This design comes from an exercise in tuning for small area and a short achievable clock period on the open sky130 flow, not from production work.
RTL that was checked went through simulation tests only; none was proved equivalent to the original.

## the baseline
// icap_bitstream_feeder
module icap_bitstream_feeder #(
  parameter int FIFO_DEPTH = 8,
  parameter int NUM_W      = 21,
  parameter int BIT_SWAP   = 1
) (
  input  logic                  clk,
  input  logic                  rst,
  input  logic                  i_start,
  input  logic [NUM_W-1:0]      i_num_reads,
  input  logic                  i_abort,
  output logic                  o_ddr_rd,
  input  logic [pr_pkg::DDR_BEAT_W-1:0] i_ddr_data,
  input  logic                  i_ddr_rd_data_valid,
  input  logic                  i_ddr_rd_done,
  output logic                  o_config_buff_full,
  input  logic                  i_icap_hold,
  output logic                  o_icap_csib,
  output logic                  o_icap_rdwrb,
  output logic [pr_pkg::ICAP_W-1:0]     o_icap_data,
  output logic                  o_busy,
  output logic                  o_done,
  output logic                  o_err_ovf,
  output logic [1:0]            o_dbg_state
);
  localparam int NROW  = FIFO_DEPTH + 1;
  localparam int NWORD = pr_pkg::WORDS_PER_BEAT;
  localparam int W     = pr_pkg::ICAP_W;
  localparam int BW    = pr_pkg::DDR_BEAT_W;
  logic [FIFO_DEPTH-1:0] occ_q, occ_d;
  logic [1:0]            state_q, state_d;
  logic [NUM_W-1:0]      rem_q, rem_d;
  logic                  err_ovf_q, err_ovf_d;
  logic [NROW-1:0]       head_q, head_d;
  logic [NROW-1:0]       wr_q, wr_d;
  logic                  ser_vld_q, ser_vld_d;
  logic [NWORD-1:0]      idx_q, idx_d;
  logic [NROW-1:0]       rd_row_q, rd_row_d;
  logic [NWORD-1:0]      rd_idx_d;
  localparam int RGRP  = 3;
  localparam int NGRP  = (NROW + RGRP - 1) / RGRP;
  logic [NGRP-1:0][NWORD-1:0] rd_sel_q, rd_sel_d;
  logic [W-1:0]          word_q, word_d;
  ...
For scale: about 7900 cells after synthesis, ~2500 flip-flops, roughly 89000 um^2 of cells after synthesis.
export LEC_CHECK = 0
export CAP_MARGIN = 20
export CORE_MARGIN = 2
export CORE_UTILIZATION = 55
export PLACE_DENSITY = 0.68
export SETUP_SLACK_MARGIN = 1.7
export SLEW_MARGIN = 20
create_clock -name core_clock -period 3.8 [get_ports {clk}]
standard.sh (not shown) runs the stock make flow with config.mk's settings and CLKGATE_MAP_FILE= SYNTH_SCRIPT=/design/flow/synth_recipe.tcl, a recipe that flattens the netlist after the stock synthesis.
==> flow/flow/run.sh <==
#!/bin/bash
# The standard ORFS layout, with two changes:
#  - ports are buffered with the smallest buffer (repair upsizes where timing needs it)
#    instead of the delay buffer buffer_ports picks on its own;
#  - the clock tree uses larger sink clusters of clkbuf_16 leaves and no dummy loads.
set -euo pipefail
export BUFFER_PORTS_ARGS="-buffer_cell sky130_fd_sc_hd__buf_1"
export CTS_ARGS="-sink_clustering_enable -repair_clock_nets -sink_clustering_size 30 -sink_clustering_max_diameter 65 -buf_list {sky130_fd_sc_hd__clkbuf_8 sky130_fd_sc_hd__clkbuf_16} -dont_use_dummy_load"
bash standard.sh synth > synth.log 2>&1
bash standard.sh floorplan > floorplan.log 2>&1
bash standard.sh place > place.log 2>&1
bash standard.sh cts > cts.log 2>&1
bash standard.sh finish > finish.log 2>&1
Inputs modified between the baseline and the candidate:
--- a/flow/design.v
+++ b/flow/design.v
@@ -49,25 +49,25 @@
   logic [FIFO_DEPTH-1:0] occ_q, occ_d;
   logic [1:0]            state_q, state_d;
   logic [NUM_W-1:0]      rem_q, rem_d;
   logic                  err_ovf_q, err_ovf_d;
   logic [NROW-1:0]       head_q, head_d;
   logic [NROW-1:0]       wr_q, wr_d;
   logic                  ser_vld_q, ser_vld_d;
   logic [NWORD-1:0]      idx_q, idx_d;
   logic [NROW-1:0]       rd_row_q, rd_row_d;
   logic [NWORD-1:0]      rd_idx_d;
   localparam int RGRP  = 3;
   localparam int NGRP  = (NROW + RGRP - 1) / RGRP;
-  logic [NGRP-1:0][NWORD-1:0] rd_sel_q, rd_sel_d;
+  logic [NGRP-1:0][NWORD-1:0] rd_sel_n_q, rd_sel_d;
   logic [W-1:0]          word_q, word_d;
   logic [NROW-1:0]       we_q, we_d, keep_q;
   logic [BW-1:0]         mem_q [NROW];
   logic                  vld_o_d;
   logic                  run_q, busy_q, done_q, bfull_q, vld_o_q;
   logic                  nbusy_q;
   logic [1:0]            nstate_q;
   logic [1:0]            st;
   logic                  rem1_q, rem1_d;
   logic [NUM_W-1:0]      rem_dec;
   logic run, drain, busy;
   logic flush, push_req, do_push, fifo_empty, fifo_full;
@@ -167,25 +167,25 @@
     end else begin
       rd_row_adv = head_rot;
       rd_idx_d   = fifo_empty ? NWORD'(1) : NWORD'(2);
     end
     for (int g = 0; g < NGRP; g++) begin
       rd_sel_adv[g]  = '0;
       rd_sel_init[g] = (g == 0) ? NWORD'(1) : '0;
       for (int i = 0; i < RGRP; i++)
         if (g*RGRP + i < NROW && rd_row_adv[g*RGRP + i]) rd_sel_adv[g] = rd_idx_d;
     end
   end
   assign rd_row_d = flush ? NROW'(1) : hold_all ? rd_row_q : rd_row_adv;
-  assign rd_sel_d = flush ? rd_sel_init : hold_all ? rd_sel_q : rd_sel_adv;
+  assign rd_sel_d = flush ? rd_sel_init : hold_all ? ~rd_sel_n_q : rd_sel_adv;
   always_ff @(posedge clk or posedge rst) begin
     if (rst) begin
       state_q   <= 2'd0;
       err_ovf_q <= 1'b0;
       head_q    <= NROW'(1);
       wr_q      <= NROW'(1);
       occ_q     <= '0;
       ser_vld_q <= 1'b0;
       idx_q     <= NWORD'(1);
       run_q     <= 1'b0;
       busy_q    <= 1'b0;
       done_q    <= 1'b0;
@@ -201,49 +201,56 @@
       occ_q     <= occ_d;
       ser_vld_q <= ser_vld_d;
       idx_q     <= idx_d;
       run_q     <= (state_d == 2'd1);
       busy_q    <= (state_d == 2'd1) | (state_d == 2'd2);
       done_q    <= (state_d == 2'd3);
       bfull_q   <= occ_d[FIFO_DEPTH-2];
       vld_o_q   <= vld_o_d;
       nbusy_q   <= ~((state_d == 2'd1) | (state_d == 2'd2));
       nstate_q  <= ~state_d;
     end
   end
+  always_ff @(posedge clk or posedge rst) begin
+    if (rst) begin
+      rem_q  <= '0;
+      rem1_q <= 1'b0;
+    end else begin
+      rem_q  <= rem_d;
+      rem1_q <= rem1_d;
+    end
+  end
   always_ff @(posedge clk) begin
-    rem_q    <= rem_d;
-    rem1_q   <= rem1_d;
     rd_row_q <= rd_row_d;
-    rd_sel_q <= rd_sel_d;
+    rd_sel_n_q <= ~rd_sel_d;
   end
   assign wr_sel   = (i_ddr_rd_data_valid & busy & ~fifo_full) ? {wr_q[NROW-2:0], wr_q[NROW-1]} : wr_q;
   assign blk_hold = head_q & {NROW{ser_vld_q | ~fifo_empty}};
   assign blk_go   = head_go & {NROW{vld_go}};
   assign we_d     = flush ? NROW'(1) : wr_sel & ~(i_icap_hold ? blk_hold : blk_go);
   always_ff @(posedge clk) begin
     we_q   <= we_d;
     keep_q <= ~we_d;
   end
   for (genvar r = 0; r < NROW; r++) begin : g_row
     always_ff @(posedge clk) begin
       mem_q[r] <= (i_ddr_data & {BW{we_q[r]}}) | (mem_q[r] & {BW{keep_q[r]}});
     end
   end
   logic [NROW-1:0][W-1:0] row_word;
   for (genvar r = 0; r < NROW; r++) begin : g_rd
     always_comb begin
-      row_word[r] = '0;
+      row_word[r] = '1;
       for (int k = 0; k < NWORD; k++)
-        row_word[r] = row_word[r] | ({W{rd_sel_q[r/RGRP][k]}} & mem_q[r][W*k +: W]);
+        row_word[r] = row_word[r] & ({W{rd_sel_n_q[r/RGRP][k]}} | mem_q[r][W*k +: W]);
     end
   end
   always_comb begin
     raw_word = '0;
     for (int r = 0; r < NROW; r++) raw_word = raw_word | ({W{rd_row_q[r]}} & row_word[r]);
   end
   logic word_keep, word_load;
   assign word_keep = vld_o_q & i_icap_hold;
   assign word_load = ~ser_vld_q | ~i_icap_hold;
   assign word_d = (raw_word & {W{word_load}}) | (word_q & {W{word_keep}});
   always_ff @(posedge clk) begin
     word_q <= word_d;
## What came out
For post-synthesis mux area share, the candidate and the baseline come out practically identical. For highest clock frequency the design can meet, dividing the value from the candidate by the value from the baseline gives 0.855. | area share of xor/xnor cells in the synthesized design | the baseline vs the candidate | ≈ equal |. Going from the baseline to the candidate, the register area share after synthesis was found to have gone up by 0.78 points. Measured against the baseline, the non-clock buffer count of the candidate comes out at 1.10 times the reference value. Looking at final design instance area without fill, the candidate sits 0.43% lower than the baseline does. For the baseline, the leading cell type in the layout, fill and taps excluded was sky130_fd_sc_hd__dfxtp_1, unlike the candidate, where it was sky130_fd_sc_hd__a22o_1.
The RTL of the candidate was laid out without a check of its function.

## port drivers added, routing unchanged
The results above use ideal ports. As a check the final layouts listed here were re-extracted and re-timed, cells and wires unchanged.
Step 1 sets driving cells, clkbuf_16 on the clock port and buf_2 on the other inputs (assumed; they add their load-dependent delay and slew).
Step 2 also shifts input and output timing later by t, the mid clock arrival at the registers, as if the neighbouring blocks saw the same clock.
Three values: ideal, step 1, step 2; two values: the first two.
run	shift t [ns]	slack for setup (ns)	worst setup path after step 2	worst slew at a driven data input, ns
the baseline	0.856	1.689 / 1.635 / 1.237	input to register	0.18
the candidate	0.876	1.329 / 1.329 / 1.072	input to register	0.20
After both steps setup and hold are still met in every run listed. For the baseline, which loses most, drivers alone change the setup slack by -0.054 ns; drivers and shift together by -0.452 ns.
